Source: an optimization exercise on an open RTL-to-GDS flow (aim: small area and a short achievable clock period). Production flows keep margins and buffers that such runs may drop. Function was checked by simulation only, so behaviour that the tests miss may differ from the original. Power is estimated from default activity; no workload was simulated.

--- constraint.sdc ---
create_clock -name core_clock -period 10.0 [get_ports {clk}]
set_input_delay 2.0000 -clock core_clock [delete_from_list [all_inputs] [get_ports {clk}]]
set_output_delay 2.0000 -clock core_clock [all_outputs]
set_load 0.01 [all_outputs]
--- config.mk ---
export PLATFORM = sky130hd
export DESIGN_NAME = BuzzerSubsystem
export DESIGN_NICKNAME = BuzzerSubsystem
export VERILOG_FILES = /design/flow/design.v
export SDC_FILE = /design/flow/constraint.sdc
export NUM_CORES = 4
export LEC_CHECK = 0
export CAP_MARGIN = 20
export CORE_MARGIN = 2
export CORE_UTILIZATION = 60
export CTS_CLUSTER_DIAMETER = 90
export CTS_CLUSTER_SIZE = 24
export GPL_TIMING_DRIVEN = 1
export SLEW_MARGIN = 20
export SYNTH_MEMORY_MAX_BITS = 16384
--- standard.sh ---
#!/bin/bash
# synth_recipe.tcl (not shown) runs the flow's synth.tcl, then flattens the netlist and writes it again
# the make line also repeats each setting of config.mk as NAME=value (left out here)
make -C /OpenROAD-flow-scripts/flow DESIGN_CONFIG=/design/flow/config.mk WORK_HOME=/design/flow/orfs CLKGATE_MAP_FILE= SYNTH_SCRIPT=/design/flow/synth_recipe.tcl "${@:-finish}"
--- design.v ---
`timescale 1ns/1ns
module BuzzerSubsystem (
    input  logic                        clk,
    input  logic                        RSTn,
    input  logic                        hostCyc,
    input  logic                        hostStb,
    input  logic                        hostWe,
    input  logic [10-1:0]  hostAdr,
    input  logic [32-1:0]      hostDatW,
    output logic [32-1:0]      hostDatR,
    output logic                        hostAck,
    output logic                        pwm
);
    localparam int AW = 6;
    localparam int DW = 32;
    localparam int SW = 8;
    localparam int ND = 64;
    localparam logic [1:0] DMA_IDLE   = 2'd0;
    localparam logic [1:0] DMA_FETCH  = 2'd1;
    localparam logic [1:0] DMA_UNPACK = 2'd2;
    logic                regAck;
    logic                goReg;
    logic [AW-1:0]       startReg;
    logic [AW-1:0]       lenReg;
    logic                hostAckQ;
    logic                locked;
    logic                ownerDma;
    logic                lastDma;
    logic                ack;
    logic                dmaRd;
    logic [ND-1:0][DW-1:0] words;
    logic                wEn;
    logic [AW-1:0]       wAdr;
    logic [DW-1:0]       wDat;
    logic [1:0]          state;
    logic [AW-1:0]       curAdr;
    logic [AW-1:0]       wordsLeft;
    logic [DW-1:0]       word;
    logic [1:0]          byteIdx;
    logic [SW-1:0]       bufData;
    logic                bufValid;
    logic [SW-1:0]       duty;
    logic [SW-1:0]       cnt;
    logic                running;
    logic                pwmQ;
    assign hostAck  = hostAckQ;
    assign pwm      = pwmQ;
    logic       regSel;
    logic [1:0] regOff;
    logic       regAccess;
    logic       hbCyc, hbStb;
    assign regSel    = hostAdr[9];
    assign regOff    = hostAdr[1:0];
    assign regAccess = hostCyc && hostStb && regSel && !regAck;
    assign hbCyc     = hostCyc && !regSel;
    assign hbStb     = hostStb && !regSel;
    logic dmaCyc;
    logic holding;
    logic selDma;
    logic ramCyc, ramStb;
    logic access;
    logic hostWr;
    logic dmaAck;
    assign dmaCyc  = (state == DMA_FETCH);
    assign holding = locked && (ownerDma ? dmaCyc : hbCyc);
    always_comb begin
        if (holding) begin
            selDma = ownerDma;
        end else if (hbCyc && dmaCyc) begin
            selDma = !lastDma;
        end else begin
            selDma = dmaCyc;
        end
    end
    assign ramCyc = selDma ? dmaCyc : hbCyc;
    assign ramStb = selDma ? dmaCyc : hbStb;
    assign access = ramCyc && ramStb && !ack;
    assign hostWr = access && !selDma && hostWe;
    assign dmaAck = ack && ownerDma;
    always_ff @(posedge clk or negedge RSTn) begin
        if (!RSTn) begin
            locked   <= 1'b0;
            ownerDma <= 1'b0;
            lastDma  <= 1'b0;
            ack      <= 1'b0;
            dmaRd    <= 1'b0;
            regAck   <= 1'b0;
            hostAckQ <= 1'b0;
        end else begin
            locked   <= ramCyc;
            ownerDma <= selDma;
            if (ack) begin
                lastDma <= selDma;
            end
            ack      <= access;
            dmaRd    <= access && selDma;
            regAck   <= regAccess;
            hostAckQ <= regAccess || (access && !selDma);
        end
    end
    localparam int NL = DW / SW;    
    logic [AW-1:0] radr;
    logic [DW-1:0] rdLo, rdHi;
    assign radr = dmaRd ? curAdr : hostAdr[AW-1:0];
    always_comb begin
        rdLo = '0;
        rdHi = '0;
        for (int g = 0; g < NL; g++) begin
            for (int r = 0; r < ND; r++) begin
                if (r[AW-1-g]) begin
                    rdHi[SW*g +: SW] = rdHi[SW*g +: SW]
                        | ({SW{((radr ^ AW'(r)) & ~(AW'(1) << (AW-1-g))) == '0}} & words[r][SW*g +: SW]);
                end else begin
                    rdLo[SW*g +: SW] = rdLo[SW*g +: SW]
                        | ({SW{((radr ^ AW'(r)) & ~(AW'(1) << (AW-1-g))) == '0}} & words[r][SW*g +: SW]);
                end
            end
        end
    end
    always_ff @(posedge clk) begin
        wEn  <= hostWr;
        wAdr <= hostAdr[AW-1:0];
        wDat <= hostDatW;
        for (int r = 0; r < ND; r++) begin
            if (wEn && wAdr == AW'(r)) begin
                words[r] <= wDat;
            end
        end
    end
    logic [AW-1:0] regVal;
    always_comb begin
        case (regOff)
            2'd0: regVal = startReg;
            2'd1:   regVal = lenReg;
            2'd2:  regVal = AW'(state != DMA_IDLE);
            default:        regVal = '0;
        endcase
    end
    always_ff @(posedge clk or negedge RSTn) begin
        if (!RSTn) begin
            goReg    <= 1'b0;
            startReg <= '0;
            lenReg   <= '0;
        end else begin
            goReg <= regAccess && hostWe && (regOff == 2'd2) && hostDatW[0];
            if (regAccess && hostWe && regOff == 2'd0) begin
                startReg <= hostDatW[AW-1:0];
            end
            if (regAccess && hostWe && regOff == 2'd1) begin
                lenReg <= hostDatW[AW-1:0];
            end
        end
    end
    logic [DW-1:0] ramLo, ramHi;
    logic [NL-1:0] ramHiQ;
    logic [NL-1:0] hostLoQ, hostHiQ;
    logic [AW-1:0] regDatQ;
    always_ff @(posedge clk) begin
        ramLo   <= rdLo;
        ramHi   <= rdHi;
        for (int g = 0; g < NL; g++) begin
            ramHiQ[g]  <= radr[AW-1-g];
            hostLoQ[g] <= !regSel && !hostAdr[AW-1-g];
            hostHiQ[g] <= !regSel && hostAdr[AW-1-g];
        end
        regDatQ <= regSel ? regVal : '0;
    end
    always_comb begin
        for (int g = 0; g < NL; g++) begin
            hostDatR[SW*g +: SW] = ({SW{hostLoQ[g]}} & ramLo[SW*g +: SW])
                                 | ({SW{hostHiQ[g]}} & ramHi[SW*g +: SW]);
        end
        hostDatR[AW-1:0] = hostDatR[AW-1:0] | regDatQ;
    end
    logic sampleValid, sampleReady, take;
    logic [SW-1:0] sample;
    logic          firstQ;
    logic [DW-1:0] fetched;
    always_comb begin
        for (int g = 0; g < NL; g++) begin
            fetched[SW*g +: SW] = ramHiQ[g] ? ramHi[SW*g +: SW] : ramLo[SW*g +: SW];
        end
    end
    assign sampleValid = (state == DMA_UNPACK);
    assign take        = sampleValid && sampleReady;
    always_comb begin
        if (firstQ) begin
            sample = fetched[SW-1:0];
        end else begin
            case (byteIdx)
                2'd0: sample = word[SW-1:0];
                2'd1: sample = word[2*SW-1:SW];
                2'd2: sample = word[3*SW-1:2*SW];
                default: sample = word[4*SW-1:3*SW];
            endcase
        end
    end
    always_ff @(posedge clk or negedge RSTn) begin
        if (!RSTn) begin
            state     <= DMA_IDLE;
            curAdr    <= '0;
            wordsLeft <= '0;
            byteIdx   <= '0;
        end else begin
            case (state)
                DMA_IDLE: begin
                    if (goReg && lenReg != '0) begin
                        curAdr    <= startReg;
                        wordsLeft <= lenReg;
                        state     <= DMA_FETCH;
                    end
                end
                DMA_FETCH: begin
                    if (dmaRd) begin
                        curAdr    <= curAdr + 1'b1;
                        wordsLeft <= wordsLeft - 1'b1;
                        byteIdx   <= '0;
                        state     <= DMA_UNPACK;
                    end
                end
                DMA_UNPACK: begin
                    if (take) begin
                        byteIdx <= byteIdx + 1'b1;
                        if (byteIdx == 2'd3) begin
                            state <= (wordsLeft == '0) ? DMA_IDLE : DMA_FETCH;
                        end
                    end
                end
                default: state <= DMA_IDLE;
            endcase
        end
    end
    always_ff @(posedge clk) begin
        firstQ <= dmaRd;
        if (firstQ) begin
            word <= fetched;
        end
    end
    logic periodEnd, newPeriod;
    logic [SW-1:0] dutyNext;
    assign sampleReady = !bufValid;
    assign periodEnd   = running && (cnt == SW'(256 - 1));
    assign newPeriod   = (!running || periodEnd) && (bufValid || take);
    assign dutyNext    = bufValid ? bufData : sample;
    always_ff @(posedge clk or negedge RSTn) begin
        if (!RSTn) begin
            running  <= 1'b0;
            cnt      <= '0;
            bufValid <= 1'b0;
            pwmQ     <= 1'b0;
        end else if (newPeriod) begin
            running  <= 1'b1;
            cnt      <= '0;
            bufValid <= 1'b0;
            pwmQ     <= (dutyNext != '0);
        end else if (periodEnd || !running) begin
            running <= 1'b0;
            pwmQ    <= 1'b0;
        end else begin
            cnt  <= cnt + 1'b1;
            pwmQ <= ((cnt + 1'b1) < duty);
            if (take) begin
                bufValid <= 1'b1;
            end
        end
    end
    always_ff @(posedge clk) begin
        if (newPeriod) begin
            duty <= dutyNext;
        end
        if (take && !newPeriod) begin
            bufData <= sample;
        end
    end
endmodule
--- flow/run.sh ---
#!/bin/bash
set -uo pipefail
bash standard.sh synth > synth.log 2>&1 || { tail -20 synth.log; exit 1; }
bash standard.sh SETUP_SLACK_MARGIN=6.45 finish > layout.log 2>&1 || { tail -20 layout.log; exit 1; }
test -f out/final.def
==> run notes, run 1 <==
The final-report setup violation count came out at 0. Of all nets on the critical path, the largest fanout is 6. The H-tree was split into 3 levels. The final number of hold-violating endpoints is 0. For this design the total switching power over the nets is between 4 and 5 mW. In this run the critical register-to-register path is launched from dmaRd. The area of the mapped netlist is a little over 80000 um2. Counting instances, the worst hold path has a depth of 2. The biggest area consumer among synthesized cells is sky130_fd_sc_hd__edfxtp_1.

The max-slew violation total from the final report came out at 0. The post-route clock period utilization came out at 37.4%. Net switching is about a quarter of the power.

The share of cells above drive strength 1 is roughly a fifth. The sink count of the clock tree is around 2300. The routability congestion estimate came out at about 0.88. The number of nets produced by synthesis is ~4600.

Timing would allow up to approximately 270 MHz. The area inside the core boundary came out at 137000 um2. Internal power comes to approximately 14 mW. The flip-flop and latch count after synthesis is around 2300. The synthesized area per cell is 18.1 um2. The fraction of synthesis flops using an asynchronous set or reset pin came out at approximately 2.1%.

For this design, the CTS-stage hold fixing added 0 buffers. The number of library cell types mapped by synthesis came out at 68. The end of the worst register-to-register path is ramHi[7]. The origin of the worst min-delay path is words[113]. The path with the worst hold slack has its endpoint at ramLo[17]. The via count of the first global-routing pass came out at between 40000 and 50000.

For this configuration, the core starts out at a cell density of between 60% and 70%. In the post-synthesis netlist, the biggest area contributors are sky130_fd_sc_hd__edfxtp_1, sky130_fd_sc_hd__a22oi_1, sky130_fd_sc_hd__dfxtp_1. The tool flagged a number of max-cap violations equal to 0.

The number of I/O port buffers came out at a little under 80. After detailed routing, the total wire length is around 300 mm. The number of enable flip-flop cells after synthesis is between 2000 and 2500. The tree is rooted in a sky130_fd_sc_hd__clkbuf_16.

The setup check on the worst reg-to-reg path leaves a slack of about 6.6 ns. The number of iterations in the first detailed-routing pass came out at 8. The flow ran to the end and the layout has no timing, DRC or antenna violations. The aggregate negative setup slack came out at 0 ns. The core utilization of the finished layout is 68.1%. The sequential group share of total power is between 50% and 60%. STA classifies the critical path startpoint as a flip-flop. The portion of synthesized cell area occupied by the leading cell type is between 70% and 80%. Setup repair after global routing could not meet its margin everywhere.

The signed area change from the synthesized netlist to the final layout came out at 13.2%. The row count is about 140. For the worst flop-to-flop path, the logic depth is 8. The least setup slack across all paths after layout came out at 6.26 ns.

The total global routing overflow is 0. The remaining antenna violation count after routing came out at 0. The floorplan step set the die width to 375 um. Subtracting the final worst setup slack from the clock period gives ~3.7 ns.

The HPWL after detailed placement came out at roughly 150 mm. The maximum count of clock buffers along a single path came out at 3. The register area share after synthesis came out at 80.7%. The average detailed-routed wire length per instance is roughly 43 um. The worst pin sits at a relative slew slack of around 14%. The violation count after the first detailed-route iteration is approximately 10000. Among all flip-flop cells after synthesis, the most frequent one is sky130_fd_sc_hd__edfxtp_1. The static power due to leakage is ~30 nW. The setup slack after placement came out at approximately 4.3 ns.

The vias per cell is around 7.5. The total CTS buffers is about 100. Combinational logic is responsible for between 10% and 20% of the overall power.

The Yosys warning count is 1. The number of ports placed on the die boundary is just over 80. The source-to-sink clock delay at the later pin of the worst-skew pair is roughly 0.78 ns.

Entering global routing, the biggest net connects 85 pins. The post-synthesis instance total came out at 4563. The count of nets after finishing came out at between 4000 and 5000.

The worst setup path is captured at an output port. The slew at the pin closest to its max-slew limit came out at between 1 and 1.5 ns. In this run the power density over the cells is about 200 nW/um2.

The die boundary height came out at about 370 um. The post-route DRC violation count came out at 0. The data required time of the critical path came out at about 8.0 ns. The final worst clock skew is approximately 0.032 ns.

The clock-pin slew on the worst setup and hold paths is around 0.1 ns. The number of antenna violations at the first check in global routing came to 7. The final hold slack is between 0.4 and 0.5 ns. The worst endpoint data arrival time is ~1.7 ns. The worst hold path belongs to the class flip-flop to flip-flop.

The part of the power in the clock network came out at between 20% and 30%. The critical path class is flip-flop to output port. The wire length of the first global-routing pass came out at about 400 mm. The peak supply drop is 0.182 mV. The area of the die is 140000 um2.

Global routing consumed, over all layers together, about two fifths of the routing resources. The number of vias in the routed layout is 50778. TritonCTS built the clock tree.
-- stage by stage --
step           instances  cell area, um2  power (mW)
2_1_floorplan       4563           83900        12.5
4_1_cts             6745           92600        18.4
5_1_grt             6787           93300        18.9
6_report            6788           93300        18.5
3_5_place_dp        6421           87400        13.5
3_3_place_gp        6419           87400        13.4
-- timing repair --
item                       4_1_cts  5_1_grt
setup buffers                  120       36
setup endpoints to repair      105       87
pin swaps                       60       44
resized for setup              375       63
gates cloned                     9        3
-- state kept, by name, indices dropped and copies added (netlist names), 8 cells and up --
| name | cells |
|---|---|
| ramLo | 32 |
| duty | 8 |
| wDat | 32 |
| words | 2048 |
| bufData | 8 |
| cnt | 8 |
| ramHi | 32 |
| word | 32 |
-- critical path, stage by stage, from the launching register on --
cell and delay (ns):
sky130_fd_sc_hd__dfxtp_4 0.42, sky130_fd_sc_hd__buf_6 0.15, sky130_fd_sc_hd__a22o_4 0.27, sky130_fd_sc_hd__buf_6 0.13
-- synth_stat cells, types with 52 or more instances --
master,n
sky130_fd_sc_hd__nand3_1,71
sky130_fd_sc_hd__a22o_1,110
sky130_fd_sc_hd__nor2_1,104
sky130_fd_sc_hd__a22oi_1,858
sky130_fd_sc_hd__a221oi_1,70
sky130_fd_sc_hd__buf_2,91
sky130_fd_sc_hd__nand4_1,138
sky130_fd_sc_hd__clkbuf_1,125
sky130_fd_sc_hd__a222oi_1,52
sky130_fd_sc_hd__nand2_1,174
sky130_fd_sc_hd__mux2_2,56
sky130_fd_sc_hd__edfxtp_1,2096
sky130_fd_sc_hd__dfxtp_1,122
-- cells by family after synthesis --
kind of cell | Yosys count | share of synthesized area [%]
mux | 64 | 0.877
xor+xnor | 6 | 0.0637
buf+inv | 254 | 1.36
fa+ha+maj | 15 | 0.228
compound gates | 1245 | 12.0
flops | 2265 | 80.7
simple gates | 714 | 4.78
-- layout make-up --
cell class / instances / area [um2]
Sequential cell: 2265 / 66700
Fill cell: 9053 / 43600
Multi-Input combinational cell: 2046 / 16500
Timing Repair Buffer: 464 / 4790
Clock buffer: 186 / 2940
Tap cell: 1794 / 2240
Clock inverter: 9 / 103
Inverter: 23 / 91.3
Antenna cell: 1 / 2.50
-- power groups by stage --
stage / sequential (mW) / clock (mW) / combinational [mW]
2_1_floorplan: 11.1 / 0 / 1.40
6_report: 11.1 / 4.91 / 2.55
3_3_place_gp: 11.2 / 0 / 2.22
4_1_cts: 11.0 / 4.90 / 2.42
5_1_grt: 11.1 / 5.20 / 2.64
3_5_place_dp: 11.2 / 0 / 2.23
-- how the worst max path moves through the flow --
stage	startpoint	end	slack [ns]
CTS	hostLoQ[1]	hostDatR[15]	6.22
floorplan	hostAdr[1]	ramHi[1]	6.24
global route	hostLoQ[1]	hostDatR[15]	6.22
detailed placement	hostAdr[1]	ramHi[7]	4.34
finish	hostLoQ[1]	hostDatR[15]	6.26
global placement	hostAdr[1]	ramHi[7]	4.33
-- layout by cell type, fill, tap and decap left out, types with 16 or more instances in the layout --
cell	Yosys	final
sky130_fd_sc_hd__nor3_1	36	31
sky130_fd_sc_hd__o21ai_0	19	18
sky130_fd_sc_hd__a21oi_1	37	37
sky130_fd_sc_hd__buf_12	0	51
sky130_fd_sc_hd__dfxtp_1	122	81
sky130_fd_sc_hd__a22o_4	0	20
sky130_fd_sc_hd__a221o_1	16	16
sky130_fd_sc_hd__dfxtp_2	0	24
sky130_fd_sc_hd__edfxtp_1	2096	2096
sky130_fd_sc_hd__a221oi_2	13	43
sky130_fd_sc_hd__clkbuf_1	125	80
sky130_fd_sc_hd__a22oi_2	31	130
sky130_fd_sc_hd__nor2b_1	22	22
sky130_fd_sc_hd__buf_4	4	255
sky130_fd_sc_hd__mux2_2	56	56
sky130_fd_sc_hd__clkdlybuf4s50_1	0	35
sky130_fd_sc_hd__nor2_4	0	64
sky130_fd_sc_hd__inv_1	22	22
sky130_fd_sc_hd__a22o_1	110	90
sky130_fd_sc_hd__a22oi_1	858	759
sky130_fd_sc_hd__nand2_1	174	173
sky130_fd_sc_hd__and4_1	17	17
sky130_fd_sc_hd__nor2_1	104	40
sky130_fd_sc_hd__nand3_1	71	70
sky130_fd_sc_hd__clkbuf_16	0	108
sky130_fd_sc_hd__dfxtp_4	0	17
sky130_fd_sc_hd__a221oi_1	70	36
sky130_fd_sc_hd__or4_1	24	19
sky130_fd_sc_hd__dfrtp_1	47	46
sky130_fd_sc_hd__nand4_1	138	138
sky130_fd_sc_hd__a222oi_1	52	52
sky130_fd_sc_hd__buf_6	5	84
-- routing by layer --
layer | vias to the layer above | track usage (%) | wire length (um)
met5 | - | 0 | 103
met3 | 784 | 10.2 | 41200
met1 | 26026 | 57.5 | 105000
met2 | 4191 | 62.0 | 131000
met4 | 12 | 17.3 | 15100
li1 | 19765 | - | -
==> run 2: changes to the inputs <==
==> flow/run.sh (replaced) <==
#!/bin/bash
set -uo pipefail
bash standard.sh synth > synth.log 2>&1 || { tail -20 synth.log; exit 1; }
bash standard.sh SETUP_SLACK_MARGIN=6.3 finish > layout.log 2>&1 || { tail -20 layout.log; exit 1; }
test -f out/final.def
==> run notes, run 2 <==
Once layout is done, the placed cells without fillers occupy about 92000 um2. Measured in cells, the most critical reg-to-reg path has a length of 8. The path class of the tightest hold or removal check is flip-flop to flip-flop. The fraction of synthesis flops using an asynchronous set or reset pin is approximately 2.1%. The area inside the core boundary came out at between 100000 and 150000 um2. The wire length reported by the detailed router came out at about 290 mm. The vias per cell came out at around 7.5. Across every metal layer, demand over resource in global routing totals between 40% and 50%.

The run finished with no timing, DRC or antenna violations. The count of nets after finishing came out at between 4000 and 5000. From left edge to right edge, the die measures ~370 um.

The share of cells above drive strength 1 came out at ~17%. Leaving out fill and tap cells, the most frequent cells in the layout are sky130_fd_sc_hd__edfxtp_1, sky130_fd_sc_hd__a22oi_1, sky130_fd_sc_hd__buf_4, sky130_fd_sc_hd__nand2_1, sky130_fd_sc_hd__nand4_1. After filler insertion, the fill cell instance count of the layout stands at a little over 9000. The area of the die is ~140000 um2. The register with the most flip-flops in the final layout is words. Setup violations remaining at the end of the flow were counted as 0. The worst hold path begins at words[1840].

The area taken by flip-flops and latches came out at between 60000 and 70000 um2. The maximum clock frequency is between 200 and 300 MHz. After synthesis, the cell types taking the most area are sky130_fd_sc_hd__edfxtp_1, sky130_fd_sc_hd__a22oi_1, sky130_fd_sc_hd__dfxtp_1.

The power density over the cells came out at approximately 200 nW/um2. The portion of synthesized cell area occupied by the leading cell type is 76.3%. The synthesized netlist occupies a cell area of 82500 um2. The via count of the first global-routing pass came out at 46099. The final number of hold-violating endpoints was 0. In this run the critical register-to-register path is captured at ramLo[14]. The slew at the pin closest to its max-slew limit is between 1 and 1.5 ns.

The analysis attributes to cell leakage a power of 28.9 nW. CTS placed an instance of sky130_fd_sc_hd__clkbuf_16 at the clock tree root. The starting density of the core is about 60%.

In the final routed layout, each cell accounts on average for about 43 um. The Yosys warning count is 1. The worst hold path terminates at ramHi[16]. The number of nets produced by synthesis is 4625. The number of library cell types mapped by synthesis is 68. The aggregate negative setup slack came out at 0 ns.

The maximum count of clock buffers along a single path is 3. The count of H-tree levels built during CTS is 3. The biggest area contributor in the post-synthesis netlist is sky130_fd_sc_hd__edfxtp_1. Synthesis handed over a netlist of between 4000 and 5000 instances. The die is between 300 and 400 um tall. After floorplanning, the core was divided into about 140 placement rows. The remaining antenna violation count after routing is 0. Setup repair after global routing could not meet its margin everywhere. By count the netlist is led by sky130_fd_sc_hd__edfxtp_1, sky130_fd_sc_hd__a22oi_1, sky130_fd_sc_hd__nand2_1.

The peak supply drop came out at 0.172 mV. The sink count of the clock tree came out at 2265. The total power consumption of the routed design is approximately 18 mW.

The max-slew violation total from the final report came out at 0. The worst setup path is captured at an output port. The number of iterations in the first detailed-routing pass came out at 8. The number of enable flip-flop cells after synthesis is 2096.

The wire length of the first global-routing pass came out at roughly 390 mm. The final critical path time including I/O delays and setup is about 3.8 ns. The CTS tree is done.

The total CTS buffers came out at about 100. The worst-case headroom to the max-slew limit came out at between 10% and 20%. The total global routing overflow is 0. For this run, the register share of the synthesized area comes to 80.7%. In this run the critical register-to-register path is launched from dmaRd. The register-to-register setup slack is 6.36 ns. The final hold slack came out at 0.454 ns. The multi-input gate area in the final layout came out at about 16000 um2. On the final layout, the worst clock skew is around 0.03 ns. The post-route clock period utilization is 37.7%. The post-route DRC violation count came out at 0. A synthesized cell averages approximately 18 um2. The clock-pin slew on the worst setup and hold paths is about 0.10 ns. The final route contains just over 50000 vias. In the synthesized netlist the dominant register cell turns out to be sky130_fd_sc_hd__edfxtp_1. The largest net degree at the start of global routing came out at between 80 and 90. STA puts the critical path data required time at around 8.0 ns. The max capacitance violation total came out at 0. After clock tree synthesis, the flow added hold-fix buffers numbering 0. The worst hold path was traced through 2 stages. The worst setup path is launched from a flip-flop. The number of ports placed on the die boundary came out at 81.

For the worst setup path, the data arrival time is roughly 1.8 ns. Clock latency on the worst-skew pair, taken at its later pin, is 0.78 ns. From synthesis to final layout, the design area changed by 11.4%.

The placed instances occupy a cell area of 87000 um2. Leaving out fill and tap cells, the most frequent cell in the layout is sky130_fd_sc_hd__edfxtp_1. In this run, the number of DRC markers left after iteration 0 of detailed routing was 10642.

The number of antenna violations at the first check in global routing is 16. The routability congestion estimate is between 0.8 and 0.9. The flip-flop and latch count after synthesis is 2265.

The HPWL after detailed placement came out at 153 mm. The maximum net fanout on the critical path is 3. The register with the most flip-flops in the layout has approximately 2000 of them. The setup path with the least slack is of type flip-flop to output port. The number of I/O port buffers is 77. The most frequent cell after synthesis is sky130_fd_sc_hd__edfxtp_1.
## run 2: cell counts after synthesis
Identical to the previous run, type by type.
## run 2: stage by stage
step           setup WS [ns]  utilization [%]  instances
2_1_floorplan           6.17                -       4563
3_3_place_gp            4.16             63.5       6416
3_5_place_dp            4.14             63.5       6416
4_1_cts                 6.18             66.8       6681
5_1_grt                 6.21             67.0       6696
6_report                6.23             67.0       6698
## run 2: cell type report
cell class / instances / share of cell area (%)
multi-input combinational: 2046 / 17.6
antenna: 2 / 0.00545
clock buffer: 187 / 3.24
tap: 1794 / 2.44
sequential: 2265 / 72.6
timing repair buffer: 376 / 3.97
clock inverter: 5 / 0.0504
inverter: 23 / 0.0995
## run 2: critical path: stages, from the launching register on
cell and delay [ns]:
sky130_fd_sc_hd__dfxtp_4 0.39, sky130_fd_sc_hd__buf_6 0.12, sky130_fd_sc_hd__buf_6 0.10, sky130_fd_sc_hd__a22o_4 0.25
sky130_fd_sc_hd__buf_6 0.13
## run 2: cells by family (layout without fill, tap and decap cells)
logic type      count (synthesis)  after routing  share of synthesized area, %
flops                        2265           2265                          80.7
compound gates               1245           1245                          12.0
simple gates                  714            716                          4.78
buf+inv                       254            591                          1.36
mux                            64             64                         0.877
fa+ha+maj                      15             15                         0.228
xor+xnor                        6              6                        0.0637
other cells                     0              2                             0
## run 2: repair_timing
item / 4_1_cts / 5_1_grt
gates cloned: 5 / 0
endpoints found under the hold margin: 0 / 0
pin swaps: 39 / 10
resized for setup: 324 / 30
setup endpoints to repair: 98 / 61
setup buffers: 68 / 10
## run 2: metal layers
layer	global-route usage, %	vias up	wire [um]
met5	0	-	107
li1	-	19597	-
met3	10.3	777	40400
met1	57.6	25795	105000
met4	17.5	14	15000
met2	61.3	4348	130000
## run 2: report_power, final
group | total [mW] | switching, mW | internal [mW]
Clock | 4.92 | 2.88 | 2.04
Combinational | 2.41 | 1.50 | 0.904
Sequential | 11.1 | 0.409 | 10.7
Total | 18.4 | 4.79 | 13.6
## run 2: worst max-delay path by stage
stage | startpoint | to | slack [ns]
3_5_place_dp | hostAdr[5] | ramLo[8] | 4.14
4_1_cts | hostLoQ[3] | hostDatR[26] | 6.18
6_report | hostHiQ[1] | hostDatR[12] | 6.23
5_1_grt | hostHiQ[1] | hostDatR[12] | 6.21
2_1_floorplan | hostAdr[1] | ramHi[26] | 6.17
3_3_place_gp | hostAdr[5] | ramLo[8] | 4.16
==> run 3: changes to the inputs <==
--- a/config.mk
+++ b/config.mk
@@ -9,3 +9,3 @@
 export CORE_MARGIN = 2
-export CORE_UTILIZATION = 60
+export CORE_UTILIZATION = 65
 export CTS_CLUSTER_DIAMETER = 90
==> run notes, run 3 <==
Setup violations remaining at the end of the flow were counted as 0. Setup repair after global routing could not meet its margin everywhere. The worst setup path is launched from a flip-flop. The routing usage on met2 came out at approximately 63%. The violation count after the first detailed-route iteration came out at 10237. The number of flip-flops under the largest register name is around 2000.

The routed design has 276 mm of wire. The top cell types in the final layout, fill and taps aside, are sky130_fd_sc_hd__edfxtp_1, sky130_fd_sc_hd__a22oi_1, sky130_fd_sc_hd__buf_4, sky130_fd_sc_hd__nand2_1, sky130_fd_sc_hd__nand4_1. Global routing consumed, on the met1 layer, about three fifths of the routing resources.

The area inside the core boundary is about 130000 um2. In the final timing run, aggregate negative setup slack is 0 ns. The die covers ~130000 um2. The synthesized area per cell came out at ~18 um2. The flip-flop and latch count after synthesis is approximately 2300. TritonCTS built the clock tree. At the worst endpoint, the required time is 8.00 ns. The final number of hold-violating endpoints was 0. For this run, the register share of the synthesized area comes to 80.7%.

The max capacitance violation total is 0. The dominant synthesized flop cell is sky130_fd_sc_hd__edfxtp_1. Counting the buffers created by CTS gives 104.

The type of the tightest min-delay check is flip-flop to flip-flop. The share of cells above drive strength 1 is ~16%. The global routing stage identified its most utilized layer as met2. The count of H-tree levels built during CTS is 3.

Summed over all instances, the cell type with the most area after synthesis is sky130_fd_sc_hd__edfxtp_1. By startpoint and endpoint, the worst setup path is classified as flip-flop to output port. In this run, distinct cell masters in the synthesized netlist total a little under 70. The total of hold buffers inserted after clock tree synthesis came out at 0. The vias per cell is around 7.7. The most common library cell in the layout ignoring fill and taps is sky130_fd_sc_hd__edfxtp_1.

The flow ran to the end and the layout has no timing, DRC or antenna violations. The total overflow left after global routing is 0. The average detailed-routed wire length per instance is ~42 um. The slew at the pin closest to its max-slew limit is between 1 and 1.5 ns. The number of antenna violations at the first check in global routing came to 9. Global routing consumed, over all layers together, ~42% of the routing resources.

For this block, the via count after detailed routing is approximately 50000. The remaining antenna violation count after routing came out at 0. The maximum net fanout on the critical path came out at 6. For this configuration, the core starts out at a cell density of 65.6%. The post-route clock period utilization came out at approximately 37%. The peak supply drop came out at about 0.2 mV. The HPWL after detailed placement came out at 149 mm.

The number of nets produced by synthesis came out at 4625. The endpoint type of the worst setup path is an output port. The largest net degree at the start of global routing came out at 85. The final worst clock skew came out at 0.0271 ns.

The fraction of synthesis flops using an asynchronous set or reset pin is 2.08%. The row count is 130. The count of nets after finishing came out at slightly below 5000. For this run, the detailed router's first-pass iteration total came to 8.

The area of the mapped netlist is approximately 82000 um2. The number of enable flip-flop cells after synthesis came out at ~2100. The tree is rooted in a sky130_fd_sc_hd__clkbuf_16.

The source-to-sink clock delay at the later pin of the worst-skew pair is a little under 0.8 ns. The first global-routing pass estimated between 300 and 400 mm of wire. Power spread over the standard cell area amounts to between 200 and 250 nW/um2. Routability-driven placement finished with a final weighted congestion of ~0.88. The post-synthesis instance total is ~4600.

The max-slew violation total from the final report came out at 0. The worst endpoint data arrival time is approximately 1.7 ns. Counting flops per register, the top entry is words.

By area the synthesized netlist is led by sky130_fd_sc_hd__edfxtp_1, sky130_fd_sc_hd__a22oi_1, sky130_fd_sc_hd__dfxtp_1. The via count of the first global-routing pass came out at ~46000. For this run, the number of Yosys warnings is 1. The number of I/O port buffers is 77. The maximum count of clock buffers along a single path is 3. The commonest cells after synthesis are sky130_fd_sc_hd__edfxtp_1, sky130_fd_sc_hd__a22oi_1, sky130_fd_sc_hd__nand2_1. The clock-pin slew on the worst setup and hold paths came out at around 0.1 ns. The post-route DRC violation count is 0. The static power due to leakage is between 20 and 30 nW. sky130_fd_sc_hd__edfxtp_1 is the most common cell in the netlist. The final critical path time including I/O delays and setup is 3.74 ns. The met3 usage is 11.0%. The worst-case headroom to the max-slew limit came out at a little over a fifth.

The signed area change from the synthesized netlist to the final layout is 10.7%. The core utilization of the finished layout came out at roughly 73%. The width of the die came out at 360 um. The portion of synthesized cell area occupied by the leading cell type is ~76%. In this run the vertical extent of the chip is 360 um. The maximum clock frequency came out at between 200 and 300 MHz. The sink count of the clock tree is between 2000 and 2500. The total of fill cells in the finished design came out at 7772. During I/O placement, the number of pins put on the boundary was just over 80.
## run 3: logic make-up (layout without fill, tap and decap cells)
| family | after synthesis | count (layout) | synth area share (%) |
|---|---|---|---|
| simple gates | 714 | 716 | 4.78 |
| xor+xnor | 6 | 6 | 0.0637 |
| compound gates | 1245 | 1245 | 12.0 |
| buf+inv | 254 | 580 | 1.36 |
| flops | 2265 | 2265 | 80.7 |
| mux | 64 | 64 | 0.877 |
| other cells | 0 | 1 | 0 |
| fa+ha+maj | 15 | 15 | 0.228 |
## run 3: power breakdown
part	internal (mW)	switching, mW	leakage, nW	total (mW)
clock	2.02	2.85	1.44	4.88
combinational	0.881	1.49	6.77	2.37
sequential	10.7	0.399	20.5	11.1
## run 3: layer usage
| metal | part of all wire [%] | vias to the layer above |
|---|---|---|
| met5 | 0.039 | - |
| met4 | 5.4 | 16 |
| met3 | 15 | 798 |
| met2 | 45 | 4385 |
| met1 | 35 | 25345 |
| li1 | - | 19556 |
## run 3: worst max-delay path, stage by stage (launching register included)
cell and delay (ns):
sky130_fd_sc_hd__dfxtp_4 0.42, sky130_fd_sc_hd__buf_6 0.14, sky130_fd_sc_hd__a22o_4 0.27, sky130_fd_sc_hd__buf_6 0.13
## run 3: area by class of cell
cell class | count | area, um2 | area share [%]
inverters | 23 | 91.3 | 0.100
multi-input cells | 2046 | 16100 | 17.7
well taps | 1650 | 2060 | 2.26
flip-flops and latches | 2265 | 66700 | 73.0
clock inverters | 8 | 98.8 | 0.108
diodes | 1 | 2.50 | 0.00274
clock buffers | 189 | 2940 | 3.22
repair buffers | 360 | 3270 | 3.58
## run 3: path summary, 6_finish.rpt
path | start | to | slack (ns) | depth (start not counted)
setup / recovery | hostLoQ[1] | hostDatR[14] | 6.26 | 3
hold / removal | words[1840] | ramHi[16] | 0.46 | 2
setup reg to reg | dmaRd | ramLo[29] | 6.40 | 8
hold reg to reg | words[1840] | ramHi[16] | 0.46 | 2
max in group asynchronous | RSTn | dmaRd | 8.32 | 1
min in group asynchronous | RSTn | wordsLeft[5] | 1.24 | 1
## run 3: stage by stage
| stage | std cells | hold slack (ns) | power (mW) | worst slack, ns | cell area (um2) |
|---|---|---|---|---|---|
| after floorplan | 4563 | 0.421 | 12.4 | 6.17 | 82900 |
| after global placement | 6267 | 0.429 | 13.4 | 3.92 | 86800 |
| after detailed placement | 6267 | 0.438 | 13.4 | 3.86 | 86800 |
| after CTS | 6520 | 0.459 | 18.2 | 6.23 | 90800 |
| after global routing | 6541 | 0.506 | 18.7 | 6.25 | 91300 |
| final | 6542 | 0.457 | 18.3 | 6.26 | 91300 |
## run 3: repair_timing
action | CTS | global route
gates cloned | 4 | 2
pin swaps | 29 | 21
endpoints found under the setup margin | 96 | 57
buffers inserted | 52 | 17
gates resized for setup | 276 | 47
==> run 4: changes to the inputs <==
--- a/config.mk
+++ b/config.mk
@@ -9,5 +9,5 @@
 export CORE_MARGIN = 2
-export CORE_UTILIZATION = 65
-export CTS_CLUSTER_DIAMETER = 90
-export CTS_CLUSTER_SIZE = 24
+export CORE_UTILIZATION = 60
+export CTS_CLUSTER_DIAMETER = 100
+export CTS_CLUSTER_SIZE = 30
 export GPL_TIMING_DRIVEN = 1
==> run notes, run 4 <==
The wire length reported by the detailed router came out at between 200 and 300 mm. Data on the critical path arrives at its endpoint at roughly 4.4 ns. After synthesis, the cell types taking the most area are sky130_fd_sc_hd__edfxtp_1, sky130_fd_sc_hd__a22oi_1, sky130_fd_sc_hd__dfxtp_1. The register with the most flip-flops in the layout has about 2000 of them. Counting stages on the worst path, the most repeated cell is sky130_fd_sc_hd__buf_4. The row count is approximately 140. The final worst clock skew came out at about 0.032 ns.

The area of the mapped netlist came out at between 80000 and 90000 um2. sky130_fd_sc_hd__edfxtp_1 is the most common cell in the netlist. At the later pin of the worst-skew pair, clock insertion delay measures roughly 0.76 ns. For this run the aggregate overflow at the end of global routing stands at 0. TritonCTS built the clock tree. The area of the die is 140000 um2. The signal on the critical path passes through clkbuf_4 > bufbuf_16 > nand3b_1 > buf_4 > a22oi_2 > buf_4 > a221oi_1 > nand4_1 > or4_4. In this run the mean area of a mapped cell was 18.1 um2. The maximum count of clock buffers along a single path came out at 3.

The register with the highest flop count is words. Data on the critical path is required at its endpoint by ~11 ns. Of all flip-flops after synthesis, the portion carrying an async set or reset was around 2.1%. The number of vias in the routed layout came out at ~50000. The max-slew violation total from the final report was 0.

The portion of synthesized cell area occupied by the leading cell type came out at around three quarters. The aggregate negative setup slack came out at 0 ns. In this design, the largest share of critical-path delay is due to buffers and inverters. The H-tree was split into 3 levels. The endpoint type of the worst setup path is a flip-flop. The number of iterations in the first detailed-routing pass came out at 9.

The average detailed-routed wire length per instance is 43.3 um. The wire length of the first global-routing pass came out at slightly below 400 mm. Summed over all instances, the cell type with the most area after synthesis is sky130_fd_sc_hd__edfxtp_1.

The number of cells in the finished layout apart from fillers is 6696. The die boundary height is 375 um. The static power due to leakage came out at between 20 and 30 nW. The number of antenna violations at the first check in global routing came out at 11. Port buffering added between 70 and 80 buffers.

Summing the areas of all and, or, nand and nor instances in the mapped netlist gives roughly 4.8% of the synthesized area. Counting every instance in the synthesized netlist gives 4563. The xor and xnor area share after synthesis came out at less than 1%. The delay contributed by the slowest stage of the critical path is about 0.56 ns. Of all nets on the critical path, the largest fanout is 16.

The maximum clock frequency came out at about 260 MHz. The number of library cell types mapped by synthesis came out at 68. Routability-driven placement finished with a final weighted congestion of 0.888. The area inside the core boundary is roughly 140000 um2.

The number of buffers and inverters on the critical path is 4. The flow ran to the end and the layout has no timing, DRC or antenna violations. The slew at the pin closest to its max-slew limit came out at ~1.3 ns.

Dividing the detail-routed via count by the number of cells gives 7.52. The clock-pin slew on the worst setup and hold paths is approximately 0.12 ns. The number of nets produced by synthesis is 4625. The violation count after the first detailed-route iteration came out at slightly above 10000. STA classifies the critical path startpoint as an input pin. The final number of hold-violating endpoints was 0. Setup repair after global routing could not meet its margin everywhere.

Leaving out fill and tap cells, the most frequent cell in the layout is sky130_fd_sc_hd__edfxtp_1. The total of fill cells in the finished design is 9241. The final-report setup violation count came out at 0. Max-cap violations in this run came to 0. The critical path class is input pin to flip-flop. The share of synthesized cell area in full adder, half adder and majority cells is less than 1%. The commonest cells after synthesis are sky130_fd_sc_hd__edfxtp_1, sky130_fd_sc_hd__a22oi_1, sky130_fd_sc_hd__nand2_1. The post-route DRC violation count is 0.

The Yosys warning count came out at 1. The top cell types in the final layout, fill and taps aside, are sky130_fd_sc_hd__edfxtp_1, sky130_fd_sc_hd__a22oi_1, sky130_fd_sc_hd__buf_4, sky130_fd_sc_hd__nand2_1, sky130_fd_sc_hd__nand4_1. The largest family of logic cells by synthesized area is compound AO/OA/AOI/OAI gates. The remaining antenna violation count after routing is 0. The worst-case headroom to the max-slew limit came out at approximately 16%.

For this configuration, the core starts out at a cell density of between 60% and 70%. The share of cells above drive strength 1 is 17.2%. In the finished design, the share of the clock period the worst path needs comes to a little under two fifths. The final critical path time including I/O delays and setup came out at 3.77 ns. The peak supply drop is around 0.18 mV. The post-placement cell count came out at approximately 6400. The min-delay analysis places its worst path in the category flip-flop to flip-flop. Buffers inserted during clock tree synthesis total 85. The via count of the first global-routing pass came out at 45835.

In this run the clock root is driven by a sky130_fd_sc_hd__clkbuf_16. The register area share after synthesis came out at 80.7%. Power spread over the standard cell area amounts to ~200 nW/um2. The largest net degree at the start of global routing came out at 85. The signed area change from the synthesized netlist to the final layout is 11.2%. The flip-flop and latch count after synthesis is 2265. The floorplan step set the die width to between 300 and 400 um. The count of nets after finishing is 4891. The HPWL after detailed placement came out at about 150 mm. The master of the slowest instance on the critical path is sky130_fd_sc_hd__or4_4. Summing the areas of all compound-gate instances in the mapped netlist gives approximately an eighth of the synthesized area.

The global-route total usage across every layer came out at around 41%. The sink count of the clock tree is 2265. The dominant synthesized flop cell is sky130_fd_sc_hd__edfxtp_1. The multiplexer area fraction after synthesis came out at less than 1%. The number of ports placed on the die boundary came out at 81.

The number of enable flip-flop cells after synthesis came out at 2096.
-- run 4: cell counts after synthesis --
Identical to the previous run, type by type.
-- run 4: stage by stage --
| stage | util (%) | hold slack (ns) | cell area [um2] | total power, mW | worst slack (ns) |
|---|---|---|---|---|---|
| after floorplan | - | 0.421 | 82900 | 12.4 | 6.17 |
| after global placement | 63.5 | 0.427 | 87000 | 13.4 | 4.16 |
| after detailed placement | 63.5 | 0.436 | 87000 | 13.4 | 4.14 |
| after CTS | 66.6 | 0.464 | 91200 | 17.9 | 6.19 |
| after global routing | 66.9 | 0.466 | 91700 | 18.4 | 6.21 |
| final | 66.9 | 0.466 | 91700 | 18.0 | 6.23 |
-- run 4: worst register-to-register path, delay by kind of cell (launching register included) --
kind            cells  cell delay [ns]
buf+inv             2             1.10
simple gates        4             1.55
flops               1             0.37
compound gates      2             0.58
-- run 4: what timing repair did --
action | in CTS | in global routing
gates resized for setup | 345 | 38
gates cloned | 5 | 2
endpoints found under the setup margin | 97 | 58
hold buffers | 0 | 0
setup buffers | 82 | 27
pin swaps | 41 | 20
-- run 4: cells by family after synthesis --
group | Yosys count
compound gates | 1245
simple gates | 714
fa+ha+maj | 15
mux | 64
buf+inv | 254
xor+xnor | 6
flops | 2265
-- run 4: final timing paths --
kind | startpoint | to | slack [ns] | depth (start not counted)
max | hostAdr[0] | ramHi[4] | 6.23 | 9
min | words[1840] | ramHi[16] | 0.47 | 2
max reg2reg | dmaRd | ramLo[14] | 6.37 | 8
min reg2reg | words[1840] | ramHi[16] | 0.47 | 2
max in group asynchronous | RSTn | dmaRd | 8.29 | 1
min in group asynchronous | RSTn | lenReg[5] | 1.24 | 1
-- run 4: where the power goes --
group	internal, mW	switching [mW]	leakage [nW]	total, mW
sequential	10.7	0.409	20.5	11.1
clock	1.69	2.80	1.18	4.49
combinational	0.925	1.51	7.15	2.43
total	13.3	4.72	28.8	18.0
-- run 4: area by class of cell --
cell class / count / area, um2 / area share [%]
Antenna cell: 1 / 2.50 / 0.00273
Clock buffer: 153 / 2420 / 2.64
Clock inverter: 6 / 60.1 / 0.0655
Inverter: 23 / 91.3 / 0.0996
Multi-Input combinational cell: 2046 / 16200 / 17.7
Sequential cell: 2265 / 66700 / 72.7
Tap cell: 1794 / 2240 / 2.45
Timing Repair Buffer: 408 / 4010 / 4.37
-- run 4: metal layers --
layer  vias to the layer above  routed length, um  track usage, %
li1                      19588                  -               -
met1                     25787             105000            57.9
met2                      4183             129000            61.2
met3                       805              40000            9.65
met4                        14              15700            17.4
met5                         -                232               0

## afterwards: timing with drivers on the ports
Ports are ideal in the flow. The routed layouts listed here were re-timed in OpenROAD.
Step 1: set_driving_cell puts a clkbuf_16 on clk and a buf_2 on each other input, an assumption about the parent block.
Step 2 times the ports against the registers' clock, not the clock port: input delays grow and output delays shrink by t, the midpoint of the rising clock arrivals with the driver on.
Slacks: ideal ports / drivers / drivers and shift; pairs: ideal ports / drivers.
run	t (ns)	setup slack, ns	worst setup path after step 2	worst slew at a driven data input, ns	pins driven straight from the clock port
run 1	0.859	6.258 / 6.165 / 5.517	input to register	0.20	1
run 2	0.845	6.226 / 6.149 / 5.394	input to register	0.18	1
run 3	0.843	6.257 / 6.181 / 5.402	input to register	0.20	1
run 4	0.822	6.225 / 6.177 / 5.420	input to register	0.18	1
After both steps setup and hold are still met in every run listed. For run 3, which loses most, drivers alone change the setup slack by -0.076 ns; drivers and shift together by -0.855 ns.
